From an optimization exercise on the open Yosys and OpenROAD flow, aimed at small area and few clock cycles per item; shortcuts taken in it are not production practice. Where RTL was checked, it was by simulation tests only, not by an equivalence proof against the original.

==> flow/design.v <==
`timescale 1ns/1ps
package delta_pkg;
    localparam int NUM_COEFFS  = 13;      
    localparam int WINDOW_LEN  = 5;       
    localparam int HIST_FRAMES = 4;       
    localparam int RING_LEN    = HIST_FRAMES * NUM_COEFFS;
    localparam int TENTH_RECIP = 6554;    
    localparam int TENTH_SHIFT = 16;
    localparam int COEFF_W = 16;
    typedef logic signed [15:0] coeff_t;    
    typedef logic signed [18:0] num_t;      
    typedef logic signed [34:0] prod_t;     
    typedef logic signed [17:0] delta_t;    
endpackage
`timescale 1ns/1ps
module delta_datapath (
    input  logic signed [18:0] num,
    output logic signed [15:0] delta    
);
    logic signed [20:0] num3;
    logic signed [31:0] prod;
    assign num3  = 21'(num) + (21'(num) <<< 1);
    assign prod  = (32'(num3) <<< 2) + (32'(num3) <<< 6) + (32'(num3) <<< 10) + 32'(num);
    assign delta = prod[15 +: 16];
endmodule
`timescale 1ns/1ps
module delta_top (
    input  logic   clk,
    input  logic   rst,
    input  logic   in_valid,
    input  delta_pkg::coeff_t in_coeff,
    output logic   in_ready,
    output logic   out_valid,
    output delta_pkg::delta_t out_delta,
    input  logic   out_ready
);
    localparam int NC = delta_pkg::NUM_COEFFS;
    localparam int RL = delta_pkg::RING_LEN;
    localparam int CW = delta_pkg::COEFF_W;
    logic [RL*CW-1:0] ring;          
    logic [5:0]       phase;         
    logic [3:0]       coeff_idx;     
    logic [1:0]       frame_cnt;     
    logic             stall;
    logic             take;
    logic signed [15:0] c_f1, c_f3, c_f4;
    logic signed [18:0] num_d;
    logic signed [18:0] num_q;
    logic               num_valid;
    logic signed [15:0] delta_d;
    logic signed [15:0] delta_q;
    assign stall    = out_valid && !out_ready;
    assign in_ready = (phase == 6'd0) && !stall;
    assign take     = in_valid && in_ready;
    assign c_f1  = ring[12*CW +: CW];
    assign c_f3  = ring[38*CW +: CW];
    assign c_f4  = ring[51*CW +: CW];
    assign num_d = (19'(c_f1) - 19'(c_f3)) + ((19'(in_coeff) - 19'(c_f4)) <<< 1);
    delta_datapath delta_datapath_inst (
        .num   (num_q),
        .delta (delta_d)
    );
    always_ff @(posedge clk) begin
        ring[CW +: (RL-1)*CW] <= ring[0 +: (RL-1)*CW];
        ring[0 +: CW]         <= take ? in_coeff : ring[(RL-1)*CW +: CW];
        if (take && frame_cnt == 2'd0) begin
            ring[1*NC*CW +: CW] <= in_coeff;
            ring[2*NC*CW +: CW] <= in_coeff;
        end
    end
    always_ff @(posedge clk) begin
        if (rst) begin
            phase     <= '0;
            coeff_idx <= '0;
            frame_cnt <= '0;
            num_valid <= 1'b0;
            out_valid <= 1'b0;
        end else begin
            if (!take) begin
                phase <= (phase == 6'(RL-1)) ? 6'd0 : phase + 6'd1;
            end
            if (take) begin
                if (coeff_idx == 4'(NC-1)) begin
                    coeff_idx <= '0;
                    if (frame_cnt != 2'd2) frame_cnt <= frame_cnt + 2'd1;
                end else begin
                    coeff_idx <= coeff_idx + 4'd1;
                end
            end
            if (!stall) begin
                num_valid <= take && (frame_cnt == 2'd2);
                out_valid <= num_valid;
            end
        end
    end
    always_ff @(posedge clk) begin
        if (take)   num_q   <= num_d;
        if (!stall) delta_q <= delta_d;
    end
    assign out_delta = {{2{delta_q[15]}}, delta_q};
endmodule
clock: 7.0 ns
lec_check: 0
cap_margin: 20
core_margin: 2
core_utilization: 40
slew_margin: 20
run.sh (not shown) runs the stock make flow with config.mk's settings and CLKGATE_MAP_FILE= SYNTH_SCRIPT=/design/flow/synth_recipe.tcl, a recipe that flattens the netlist after the stock synthesis.
The first run completed without violations.
Testbench counts at the start, summed over its fixed seeds: cycles 5,008, deltas 4,784.
Edit:
--- a/flow/design.v
+++ b/flow/design.v
@@ -15,12 +15,15 @@
 `timescale 1ns/1ps
 module delta_datapath (
-    input  logic signed [18:0] num,
+    input  logic signed [15:0] p0,      
+    input  logic signed [15:0] p1,      
+    input  logic signed [15:0] p3,      
+    input  logic signed [15:0] p4,      
     output logic signed [15:0] delta    
 );
-    logic signed [20:0] num3;
-    logic signed [31:0] prod;
-    assign num3  = 21'(num) + (21'(num) <<< 1);
-    assign prod  = (32'(num3) <<< 2) + (32'(num3) <<< 6) + (32'(num3) <<< 10) + 32'(num);
-    assign delta = prod[15 +: 16];
+    logic signed [18:0] num;
+    logic signed [34:0] prod;
+    assign num   = (19'(p1) - 19'(p3)) + ((19'(p0) - 19'(p4)) <<< 1);
+    assign prod  = 35'(num) * 35'sd6554;
+    assign delta = prod[16 +: 16];
 endmodule
 `timescale 1ns/1ps
@@ -42,21 +45,14 @@
     logic [3:0]       coeff_idx;     
     logic [1:0]       frame_cnt;     
-    logic             stall;
     logic             take;
-    logic signed [15:0] c_f1, c_f3, c_f4;
-    logic signed [18:0] num_d;
-    logic signed [18:0] num_q;
-    logic               num_valid;
     logic signed [15:0] delta_d;
     logic signed [15:0] delta_q;
-    assign stall    = out_valid && !out_ready;
-    assign in_ready = (phase == 6'd0) && !stall;
+    assign in_ready = (phase == 6'd0) && (!out_valid || out_ready);
     assign take     = in_valid && in_ready;
-    assign c_f1  = ring[12*CW +: CW];
-    assign c_f3  = ring[38*CW +: CW];
-    assign c_f4  = ring[51*CW +: CW];
-    assign num_d = (19'(c_f1) - 19'(c_f3)) + ((19'(in_coeff) - 19'(c_f4)) <<< 1);
     delta_datapath delta_datapath_inst (
-        .num   (num_q),
+        .p0    (in_coeff),
+        .p1    (ring[12*CW +: CW]),
+        .p3    (ring[38*CW +: CW]),
+        .p4    (ring[51*CW +: CW]),
         .delta (delta_d)
     );
@@ -74,5 +70,4 @@
             coeff_idx <= '0;
             frame_cnt <= '0;
-            num_valid <= 1'b0;
             out_valid <= 1'b0;
         end else begin
@@ -87,14 +82,12 @@
                     coeff_idx <= coeff_idx + 4'd1;
                 end
-            end
-            if (!stall) begin
-                num_valid <= take && (frame_cnt == 2'd2);
-                out_valid <= num_valid;
+                out_valid <= (frame_cnt == 2'd2);
+            end else if (out_ready) begin
+                out_valid <= 1'b0;
             end
         end
     end
     always_ff @(posedge clk) begin
-        if (take)   num_q   <= num_d;
-        if (!stall) delta_q <= delta_d;
+        if (take) delta_q <= delta_d;
     end
     assign out_delta = {{2{delta_q[15]}}, delta_q};
What happened:
- With this change the flow completed, yet does not pass: setup timing
- die area increases slightly
- global-route usage rose by 1.2 points
- flip-flop and latch count is lower by 20
- synthesized area goes up slightly
- via count climbs by roughly a tenth
- core utilization went up by 4.3 points
- wire length grows by about a fifth
- maximum frequency fell by a quarter to a third
- worst hold slack got worse by 18 ps
No functional check of the RTL was part of the second run of this note.

---

Starts from the design.v that is shown in full above.
make LEC_CHECK=0 CAP_MARGIN=20 CORE_MARGIN=2 CORE_UTILIZATION=65 CTS_BUF_LIST=sky130_fd_sc_hd__clkbuf_8 CTS_CLUSTER_DIAMETER=50 CTS_CLUSTER_SIZE=16 PLACE_DENSITY=0.75 SLEW_MARGIN=20 finish   # period 7.0 ns
The starting point ran to the end with no violations.
Testbench counts at the start, summed over its fixed seeds: cycles 5,008, deltas 4,784.
Rerun with:
--- a/flow/design.v
+++ b/flow/design.v
@@ -53,11 +53,15 @@
     assign in_ready = (phase == 6'd0) && !stall;
     assign take     = in_valid && in_ready;
     assign c_f1  = ring[12*CW +: CW];
     assign c_f3  = ring[38*CW +: CW];
     assign c_f4  = ring[51*CW +: CW];
-    assign num_d = (19'(c_f1) - 19'(c_f3)) + ((19'(in_coeff) - 19'(c_f4)) <<< 1);
+    assign num_d = 19'({~in_coeff[15], in_coeff[14:0]}) * 19'd2
+                 + 19'({~c_f1[15], c_f1[14:0]})
+                 + 19'({c_f3[15], ~c_f3[14:0]})
+                 + 19'({c_f4[15], ~c_f4[14:0]}) * 19'd2
+                 + 19'd327683;
     delta_datapath delta_datapath_inst (
         .num   (num_q),
         .delta (delta_d)
     );
     always_ff @(posedge clk) begin
What happened: Critical path depth is lower by 1; final cell count is lower by 3.5%; setup slack is better by 0.092 ns; fmax is higher by 1.6%; via count is lower by 6.7%; wire length is lower by 10%; cell area is lower by 1.8%.
Testbench counts after the change, summed over its fixed seeds: cycles 5,008, deltas 4,784.

---

delta_top, a different RTL version from the one above (not shown whole).
Size: ~40 I/O pins, ~0.022 mm² of cells after synthesis.
==> module delta_datapath, before the edit <==
module delta_datapath (
    input  logic signed [18:0] num,
    output logic signed [15:0] delta    
);
    logic signed [31:0] prod;
    assign prod  = (32'(num) <<< 11) + (32'(num) <<< 10) + (32'(num) <<< 7) + (32'(num) <<< 6)
                 + (32'(num) <<< 3) + (32'(num) <<< 2) + 32'(num);
    assign delta = {num[18], prod[15 +: 15]};
endmodule
==> module delta_top, before the edit <==
module delta_top (
    input  logic   clk,
    input  logic   rst,
    input  logic   in_valid,
    input  delta_pkg::coeff_t in_coeff,
    output logic   in_ready,
    output logic   out_valid,
    output delta_pkg::delta_t out_delta,
    input  logic   out_ready
);
    localparam int NC = delta_pkg::NUM_COEFFS;
    localparam int RL = delta_pkg::RING_LEN;
    localparam int CW = delta_pkg::COEFF_W;
    logic [RL*CW-1:0] ring;          
    logic [5:0]       phase;         
    logic [3:0]       coeff_idx;     
    logic [1:0]       frame_cnt;     
    logic             stall;
    logic             take;
    logic signed [15:0] c_f1, c_f3, c_f4;
    logic signed [18:0] num_d;
    logic signed [18:0] num_q;
    logic signed [15:0] delta_d;
    assign stall    = out_valid && !out_ready;
    assign in_ready = (phase == 6'd0) && !stall;
    assign take     = in_valid && in_ready;
    assign c_f1  = ring[12*CW +: CW];
    assign c_f3  = ring[38*CW +: CW];
    assign c_f4  = ring[51*CW +: CW];
    delta_num delta_num_inst (
        .c0  ({~in_coeff[15], in_coeff[14:0]}),
        .c1  ({~c_f1[15], c_f1[14:0]}),
        .c3n ({c_f3[15], ~c_f3[14:0]}),
        .c4n ({c_f4[15], ~c_f4[14:0]}),
        .num (num_d)
    );
    delta_datapath delta_datapath_inst (
        .num   (num_q),
        .delta (delta_d)
    );
    always_ff @(posedge clk) begin
        ring[CW +: (RL-1)*CW] <= ring[0 +: (RL-1)*CW];
        ring[0 +: CW]         <= take ? in_coeff : ring[(RL-1)*CW +: CW];
        if (take && frame_cnt == 2'd0) begin
            ring[1*NC*CW +: CW] <= in_coeff;
            ring[2*NC*CW +: CW] <= in_coeff;
        end
    end
    always_ff @(posedge clk) begin
        if (rst) begin
            phase     <= '0;
            coeff_idx <= '0;
            frame_cnt <= '0;
            out_valid <= 1'b0;
        end else begin
            if (!take) begin
                phase <= (phase == 6'(RL-1)) ? 6'd0 : phase + 6'd1;
            end
            if (take) begin
                if (coeff_idx == 4'(NC-1)) begin
                    coeff_idx <= '0;
                    if (frame_cnt != 2'd2) frame_cnt <= frame_cnt + 2'd1;
                end else begin
                    coeff_idx <= coeff_idx + 4'd1;
                end
            end
            if (take) begin
                out_valid <= (frame_cnt == 2'd2);
            end else if (out_ready) begin
                out_valid <= 1'b0;
            end
        end
    end
    always_ff @(posedge clk) begin
        if (take) num_q <= num_d;
    end
    assign out_delta = {{2{delta_d[15]}}, delta_d};
endmodule
==> flow/config.mk <==
export PLATFORM = sky130hd
export DESIGN_NAME = delta_top
export DESIGN_NICKNAME = delta_top
export VERILOG_FILES = /design/flow/design.v
export SDC_FILE = /design/flow/constraint.sdc
export NUM_CORES = 4
export LEC_CHECK = 0
export CAP_MARGIN = 20
export CORE_MARGIN = 2
export CORE_UTILIZATION = 65
export CTS_BUF_LIST = sky130_fd_sc_hd__clkbuf_8
export CTS_CLUSTER_DIAMETER = 50
export CTS_CLUSTER_SIZE = 16
export PLACE_DENSITY = 0.75
export SLEW_MARGIN = 20
==> flow/constraint.sdc <==
create_clock -name core_clock -period 7.0 [get_ports {clk}]
set_input_delay 1.4000 -clock core_clock [delete_from_list [all_inputs] [get_ports {clk}]]
set_output_delay 1.4000 -clock core_clock [all_outputs]
set_load 0.01 [all_outputs]
standard.sh (not shown) runs the stock make flow with config.mk's settings and CLKGATE_MAP_FILE= SYNTH_SCRIPT=/design/flow/synth_recipe.tcl, a recipe that flattens the netlist after the stock synthesis.
==> flow/flow/run.sh <==
#!/bin/bash
# The standard layout (the standard.sh, standard synthesis unchanged) with
# two make variables changed and one netlist step added:
#  - port buffers use buf_1 instead of the cell buffer_ports picks by itself
#  - the clock tree is built without dummy loads, in clusters of up to 20 sinks
#  - after synthesis, flow/polarity.py flips some full-adder cells (a full adder
#    is self-dual) and rebuilds some half adders so that fewer inverters are
#    needed; registers, ports and
#    all other cells stay as synthesis made them
set -euo pipefail
ARGS=(
  BUFFER_PORTS_ARGS="-buffer_cell sky130_fd_sc_hd__buf_1"
  CTS_ARGS="-sink_clustering_enable -repair_clock_nets -sink_clustering_size 20 -sink_clustering_max_diameter 55 -buf_list sky130_fd_sc_hd__clkbuf_8 -dont_use_dummy_load"
)
RES="$PWD/orfs/results/${FLOW_PLATFORM}/delta_top/base"
bash standard.sh "${ARGS[@]}" "$RES/1_2_yosys.v" > synth.log 2>&1
cp "$RES/1_2_yosys.v" "$RES/1_2_yosys.std.v"
python3 flow/polarity.py "$RES/1_2_yosys.std.v" "$RES/1_2_yosys.v" > polarity.log 2>&1
bash standard.sh "${ARGS[@]}" finish > standard.log 2>&1
Other scripts of this flow, unchanged in this note and not shown: flow/flow/polarity.py
Rerun with:
--- a/flow/design.v
+++ b/flow/design.v
@@ -17,10 +17,11 @@
     input  logic signed [18:0] num,
     output logic signed [15:0] delta    
 );
+    logic signed [20:0] num3;
     logic signed [31:0] prod;
-    assign prod  = (32'(num) <<< 11) + (32'(num) <<< 10) + (32'(num) <<< 7) + (32'(num) <<< 6)
-                 + (32'(num) <<< 3) + (32'(num) <<< 2) + 32'(num);
-    assign delta = {num[18], prod[15 +: 15]};
+    assign num3  = 21'(num) + (21'(num) <<< 1);
+    assign prod  = (32'(num3) <<< 2) + (32'(num3) <<< 6) + (32'(num3) <<< 10) + 32'(num);
+    assign delta = prod[15 +: 16];
 endmodule
 module delta_num (
     input  logic [15:0] c0,
@@ -70,7 +71,9 @@
     logic signed [15:0] c_f1, c_f3, c_f4;
     logic signed [18:0] num_d;
     logic signed [18:0] num_q;
+    logic               num_valid;
     logic signed [15:0] delta_d;
+    logic signed [15:0] delta_q;
     assign stall    = out_valid && !out_ready;
     assign in_ready = (phase == 6'd0) && !stall;
     assign take     = in_valid && in_ready;
@@ -101,6 +104,7 @@
             phase     <= '0;
             coeff_idx <= '0;
             frame_cnt <= '0;
+            num_valid <= 1'b0;
             out_valid <= 1'b0;
         end else begin
             if (!take) begin
@@ -114,15 +118,15 @@
                     coeff_idx <= coeff_idx + 4'd1;
                 end
             end
-            if (take) begin
-                out_valid <= (frame_cnt == 2'd2);
-            end else if (out_ready) begin
-                out_valid <= 1'b0;
+            if (!stall) begin
+                num_valid <= take && (frame_cnt == 2'd2);
+                out_valid <= num_valid;
             end
         end
     end
     always_ff @(posedge clk) begin
-        if (take) num_q <= num_d;
+        if (take)   num_q   <= num_d;
+        if (!stall) delta_q <= delta_d;
     end
-    assign out_delta = {{2{delta_d[15]}}, delta_d};
+    assign out_delta = {{2{delta_q[15]}}, delta_q};
 endmodule
Wire length came out lower by 0.43%.
Sequential share of layout area came out higher by 2.1 points.
Design area barely changes.
Setup slack is better by 0.12 ns.
Clock-buffer cell count came out higher by 2.
Non-clock buffer count came out lower by 38.
Synthesized cell count came out higher by 6.5%.
Testbench counts after the change, summed over its fixed seeds: cycles 5,008, deltas 4,784.
For the first run of this note, only the layout was checked, not whether the RTL still works.

---

the reference run:
delta_top, a different RTL version from the one above (not shown whole).
Size: about 1400 cells after synthesis, about 40 I/O pins.
==> module delta_datapath, before the edit <==
module delta_datapath (
    input  logic signed [18:0] num,
    output logic signed [15:0] delta    
);
    logic signed [31:0] prod;
    assign prod  = (32'(num) <<< 11) + (32'(num) <<< 10) + (32'(num) <<< 7) + (32'(num) <<< 6)
                 + (32'(num) <<< 3) + (32'(num) <<< 2) + 32'(num);
    assign delta = prod[15 +: 16];
endmodule
==> flow/config.mk <==
export PLATFORM = sky130hd
export DESIGN_NAME = delta_top
export DESIGN_NICKNAME = delta_top
export VERILOG_FILES = /design/flow/design.v
export SDC_FILE = /design/flow/constraint.sdc
export NUM_CORES = 4
export LEC_CHECK = 0
export CAP_MARGIN = 20
export CORE_MARGIN = 2
export CORE_UTILIZATION = 65
export CTS_BUF_LIST = sky130_fd_sc_hd__clkbuf_8
export CTS_CLUSTER_DIAMETER = 50
export CTS_CLUSTER_SIZE = 16
export PLACE_DENSITY = 0.75
export SLEW_MARGIN = 20
==> flow/constraint.sdc <==
create_clock -name core_clock -period 7.0 [get_ports {clk}]
set_input_delay 1.4000 -clock core_clock [delete_from_list [all_inputs] [get_ports {clk}]]
set_output_delay 1.4000 -clock core_clock [all_outputs]
set_load 0.01 [all_outputs]
Scripts as last shown in full above: flow/flow/run.sh
Other scripts of this flow, unchanged in this note and not shown: flow/flow/polarity.py
Modified inputs, the trial run compared to the reference run
--- a/flow/design.v
+++ b/flow/design.v
@@ -19,9 +19,9 @@
 );
     logic signed [31:0] prod;
     assign prod  = (32'(num) <<< 11) + (32'(num) <<< 10) + (32'(num) <<< 7) + (32'(num) <<< 6)
                  + (32'(num) <<< 3) + (32'(num) <<< 2) + 32'(num);
-    assign delta = prod[15 +: 16];
+    assign delta = {num[18], prod[15 +: 15]};
 endmodule
 module delta_num (
     input  logic [15:0] c0,
     input  logic [15:0] c1,
@@ -74,10 +74,10 @@
     assign stall    = out_valid && !out_ready;
     assign in_ready = (phase == 6'd0) && !stall;
     assign take     = in_valid && in_ready;
     assign c_f1  = ring[12*CW +: CW];
-    assign c_f3  = ring[38*CW +: CW];
-    assign c_f4  = ring[51*CW +: CW];
+    assign c_f3  = ~ring[38*CW +: CW];
+    assign c_f4  = ~ring[51*CW +: CW];
     delta_num delta_num_inst (
         .c0  ({~in_coeff[15], in_coeff[14:0]}),
         .c1  ({~c_f1[15], c_f1[14:0]}),
         .c3n ({c_f3[15], ~c_f3[14:0]}),
@@ -89,12 +89,13 @@
         .delta (delta_d)
     );
     always_ff @(posedge clk) begin
         ring[CW +: (RL-1)*CW] <= ring[0 +: (RL-1)*CW];
-        ring[0 +: CW]         <= take ? in_coeff : ring[(RL-1)*CW +: CW];
+        ring[1*NC*CW +: CW]   <= ~ring[(NC-1)*CW +: CW];
+        ring[0 +: CW]         <= take ? in_coeff : ~ring[(RL-1)*CW +: CW];
         if (take && frame_cnt == 2'd0) begin
-            ring[1*NC*CW +: CW] <= in_coeff;
-            ring[2*NC*CW +: CW] <= in_coeff;
+            ring[1*NC*CW +: CW] <= ~in_coeff;
+            ring[2*NC*CW +: CW] <= ~in_coeff;
         end
     end
     always_ff @(posedge clk) begin
         if (rst) begin
--- outcome ---
- The trial run: post-route worst setup slack 0.17 ns above the reference run
- In the trial run the final critical-path share of the clock period turned out 2.4 points lower than in the reference run.
- Max-slew violation total from the final report: the reference run vs the trial run, no meaningful difference
- Total routed wirelength in the trial run is 4.8% lower than in the reference run
- Number of fill cells (the trial run vs. the reference run) increases slightly
- The wire length of the first global-routing pass number comes out lower for the trial run vs the reference run.
- Compared with the reference run, the trial run shows clock buffer count in the final layout lower by about 2%.
- The higher multi-input gate share of the layout cell area of the reference run and the trial run is in the trial run.
- Global-route usage over all layers is lower on the trial run
- Compared the trial run vs the reference run, and layout-stage area growth over the synthesis result is down in the trial run.
- The trial run ended up with a higher highest cell delay on the worst timing path than the reference run did.
- Number of multi-input combinational cells in the layout, the trial run vs the reference run: down by a few percent
Testbench counts of the trial run, summed over its fixed seeds: cycles 5,000, deltas 4,784.
Function not checked in the reference run: the RTL went through the layout flow alone.

-- separate check: timing with driven ports --
In the flow no input, the clock included, has a driving cell. The finished layouts below were timed again as built, in two steps. Step 1: set_driving_cell puts a clkbuf_16 on clk and a buf_2 on each other input, an assumption about the parent block. Step 2 times the ports against the registers' clock, not the clock port: input delays grow and output delays shrink by t, the midpoint of the rising clock arrivals with the driver on. Three values: ideal, step 1, step 2; two values: the first two.
run | shift t [ns] | slack for setup (ns) | latest minus earliest clock arrival (ns) | worst register clock-pin slew, ns
the first run of note 1 | 0.648 | 1.116 / 1.116 / 0.808 | 0.022 / 0.022 | 0.07 / 0.07
the second run of note 1 | 0.656 | -1.742 / -1.745 / -2.401 | 0.032 / 0.032 | 0.06 / 0.06
the first run of note 2 | 0.669 | 1.052 / 1.052 / 0.735 | 0.029 / 0.029 | 0.10 / 0.10
the second run of note 2 | 0.655 | 1.145 / 1.145 / 1.145 | 0.027 / 0.027 | 0.10 / 0.10
the first run of note 3 | 0.662 | 0.133 / 0.086 / -0.254 | 0.074 / 0.074 | 0.12 / 0.12
the second run of note 3 | 0.656 | 0.252 / 0.272 / -0.384 | 0.110 / 0.110 | 0.11 / 0.11
the reference run | 0.657 | 0.213 / 0.165 / -0.010 | 0.068 / 0.068 | 0.11 / 0.11
the trial run | 0.662 | 0.384 / 0.337 / 0.247 | 0.080 / 0.080 | 0.12 / 0.12
Met with ideal ports but missed after step 2: setup timing in the first run of note 3, the second run of note 3 and the reference run. For the second run of note 1, which loses most, drivers alone change the setup slack by -0.003 ns; drivers and shift together by -0.659 ns.
